Background: an optimization exercise with open tools, aiming at small area, a short achievable clock period and few clock cycles. Do not read the settings as production practice. Only simulation tests tie the RTL to the original design; equivalence was not proved.

==> run a: inputs <==
==> flow/design.v (excerpt) <==
module rv64_alu_core (
  input  logic        clk,
  input  logic        rst,
  input  logic        fetch_valid,
  input  logic [31:0] fetch_inst,
  input  logic [63:0] fetch_pc,
  output logic        fetch_allowin,
  output logic        retire_valid,
  input  logic        retire_ready,
  output logic [63:0] retire_pc,
  output logic [4:0]  retire_rd,
  output logic        retire_wen,
  output logic [63:0] retire_value,
  output logic        retire_illegal
);
  core_top u_core (
    .clk            (clk),
    .rst            (rst),
    .fetch_valid    (fetch_valid),
    .fetch_inst     (fetch_inst),
    .fetch_pc       (fetch_pc),
    .fetch_allowin  (fetch_allowin),
    .retire_valid   (retire_valid),
    .retire_ready   (retire_ready),
    .retire_pc      (retire_pc),
    .retire_rd      (retire_rd),
    .retire_wen     (retire_wen),
    .retire_value   (retire_value),
    .retire_illegal (retire_illegal)
  );
endmodule
export LEC_CHECK = 0
export CAP_MARGIN = 20
export CORE_MARGIN = 2
export CORE_UTILIZATION = 35
export SETUP_SLACK_MARGIN = 4.2
export SLEW_MARGIN = 20
export SYNTH_HIERARCHICAL = 1
create_clock -name core_clock -period 8.0 [get_ports {clk}]
run.sh (not shown) runs the stock make flow with config.mk's settings and CLKGATE_MAP_FILE= SYNTH_SCRIPT=/design/flow/synth_recipe.tcl, a recipe that flattens the netlist after the stock synthesis.
==> run b (differences from run a) <==
--- a/flow/design.v
+++ b/flow/design.v
@@ -108,12 +108,20 @@
 module cell_inv (
   input  logic a,
   output logic y
 );
   assign y = !a;
 endmodule
+module cell_and3 (
+  input  logic a,
+  input  logic b,
+  input  logic c,
+  output logic y
+);
+  assign y = a && b && c;
+endmodule
 module ks_carry64 (
   input  logic [63:0] a,
   input  logic [63:0] b,
   input  logic        cin,
   output logic [63:0] pn,
   output logic [63:0] cn
@@ -232,22 +240,22 @@
   end
   logic [63:0] regs [1:31];
   logic [31:1] vld;
   logic        w_en;
   logic [4:0]  w_rd;
   logic [31:1] w_sel;
-  logic [63:0] w_value_lo, w_value_hi;    
+  logic [63:0] w_value [4];              
   always_comb begin
     for (int i = 1; i < 32; i++) begin
       w_sel[i] = w_en && (w_rd == 5'(i));
     end
   end
   always_ff @(posedge clk) begin
     for (int i = 1; i < 32; i++) begin
       if (w_sel[i]) begin
-        regs[i] <= (i < 16) ? w_value_lo : w_value_hi;
+        regs[i] <= w_value[i / 8];
       end
     end
   end
   always_ff @(posedge clk) begin
     if (rst) begin
       vld <= '0;
@@ -484,37 +492,48 @@
       e0n[i] = !((e_ctl.add & ps) | lg[i]);
     end
     e1n[0] = !((e_ctl.add & pn[0]) | (e_ctl.slt & pn[63] & e_op1[63]) | lg[0]);
     e0n[0] = !((e_ctl.add & !pn[0]) | e_ctl.sltu | (e_ctl.slt & (!pn[63] | e_op1[63])) |
                lg[0]);
   end
+  logic [63:0] x1n, x0n;               
   for (genvar i = 0; i < 64; i++) begin : g_x
     if (i < 32) begin : g_lo
       cell_aoi22 u_t (.a(e_sh_r), .b(sh[i]), .c(e_sh_l), .d(sh[63-i]), .y(shn[i]));
       cell_nand2 u_x1 (.a(e1n[i]), .b(shn[i]), .y(x1[i]));
       cell_nand2 u_x0 (.a(e0n[i]), .b(shn[i]), .y(x0[i]));
+      cell_and2  u_y1 (.a(e1n[i]), .b(shn[i]), .y(x1n[i]));
+      cell_and2  u_y0 (.a(e0n[i]), .b(shn[i]), .y(x0n[i]));
     end else begin : g_hi
       logic swn;
       cell_aoi22 u_t (.a(e_sh_r), .b(sh[i]), .c(e_sh_l && !e_sh_lw), .d(sh[63-i]), .y(shn[i]));
       cell_nand2 u_w (.a(e_sh_lw), .b(sh32_b[(i - 32) / 8]), .y(swn));
       cell_nand3 u_x1 (.a(e1n[i]), .b(shn[i]), .c(swn), .y(x1[i]));
       cell_nand3 u_x0 (.a(e0n[i]), .b(shn[i]), .c(swn), .y(x0[i]));
+      cell_and3  u_y1 (.a(e1n[i]), .b(shn[i]), .c(swn), .y(x1n[i]));
+      cell_and3  u_y0 (.a(e0n[i]), .b(shn[i]), .c(swn), .y(x0n[i]));
     end
   end
   logic [63:0] e_result_n;
   logic [63:0] d_op1, d_op2;
+  logic        fwd_add, fwd_sub;     
+  assign fwd_add = fwd_e2 && !d_ctl.sub;
+  assign fwd_sub = fwd_e2 && d_ctl.sub;
   for (genvar i = 0; i < 64; i++) begin : g_fin
     logic a1n, a0n, b1n, b0n;
     cell_mux2i u_r  (.s(seln[i]), .a1(x0[i]), .a0(x1[i]), .y(e_result_n[i]));
-    cell_inv   u_w0 (.a(e_result_n[i]), .y(w_value_lo[i]));
-    cell_inv   u_w1 (.a(e_result_n[i]), .y(w_value_hi[i]));
+    for (genvar c = 0; c < 4; c++) begin : g_w
+      cell_mux2 u_w (.s(seln[i]), .a1(x0[i]), .a0(x1[i]), .y(w_value[c][i]));
+    end
     cell_mux2i u_a1 (.s(fwd_e1), .a1(x1[i]), .a0(oth1[i]), .y(a1n));
     cell_mux2i u_a0 (.s(fwd_e1), .a1(x0[i]), .a0(oth1[i]), .y(a0n));
     cell_mux2i u_a  (.s(seln[i]), .a1(a0n), .a0(a1n), .y(d_op1[i]));
-    cell_mux2i u_b1 (.s(fwd_e2), .a1(x1[i] ^ d_ctl.sub), .a0(oth2[i]), .y(b1n));
-    cell_mux2i u_b0 (.s(fwd_e2), .a1(x0[i] ^ d_ctl.sub), .a0(oth2[i]), .y(b0n));
+    rf_aoi222 u_b1 (.a(fwd_add), .b(x1[i]), .c(fwd_sub), .d(x1n[i]), .e(!fwd_e2), .f(oth2[i]),
+                    .y(b1n));
+    rf_aoi222 u_b0 (.a(fwd_add), .b(x0[i]), .c(fwd_sub), .d(x0n[i]), .e(!fwd_e2), .f(oth2[i]),
+                    .y(b0n));
     cell_mux2i u_b  (.s(seln[i]), .a1(b0n), .a0(b1n), .y(d_op2[i]));
   end
   always_ff @(posedge clk) begin
     if (rst) begin
       e_valid <= 1'b0;
     end else if (!stall) begin
--- a/flow/config.mk
+++ b/flow/config.mk
@@ -5,9 +5,9 @@
 export SDC_FILE = /design/flow/constraint.sdc
 export NUM_CORES = 4
 export LEC_CHECK = 0
 export CAP_MARGIN = 20
 export CORE_MARGIN = 2
 export CORE_UTILIZATION = 35
-export SETUP_SLACK_MARGIN = 4.2
+export SETUP_SLACK_MARGIN = 4.6
 export SLEW_MARGIN = 20
 export SYNTH_HIERARCHICAL = 1
==> notes <==
Against run a, the synthesized area of run b is larger by 2.5%. In run a the fmax is smaller than in run b, by 8.4%. Of run b and run a, run b has the higher die area (gap 2.5%, measured against run a). Against run a, the worst hold slack of run b is worse by 0.031 ns.
Testbench counts of run a, summed over its fixed seeds: cycles 24,539.
Testbench counts of run b, summed over its fixed seeds: cycles 24,539.

[re-timing with driven ports]
How much do the figures lean on ideal ports? The routed layouts below were timed once more, with nothing changed but the port constraints. Step 1, drivers: a clkbuf_16 drives clk and a buf_2 each remaining input, both assumed. Step 2 also shifts input and output timing later by t, the mid clock arrival at the registers, as if the neighbouring blocks saw the same clock. a / b / c = no drivers / after step 1 / after step 2; a / b = the first two.
| run | shift t [ns] | setup WS [ns] | worst setup path at the end | slew at the worst register clock pin (ns) |
|---|---|---|---|---|
| run a | 1.038 | 4.005 / 4.005 / 3.274 | input to register | 0.08 / 0.08 |
| run b | 1.014 | 4.343 / 4.343 / 3.718 | input to register | 0.07 / 0.07 |
After both steps every run listed still meets setup and hold. The setup slack of run a, which loses most, moves by 0.000 ns with the drivers and by -0.731 ns with both steps.
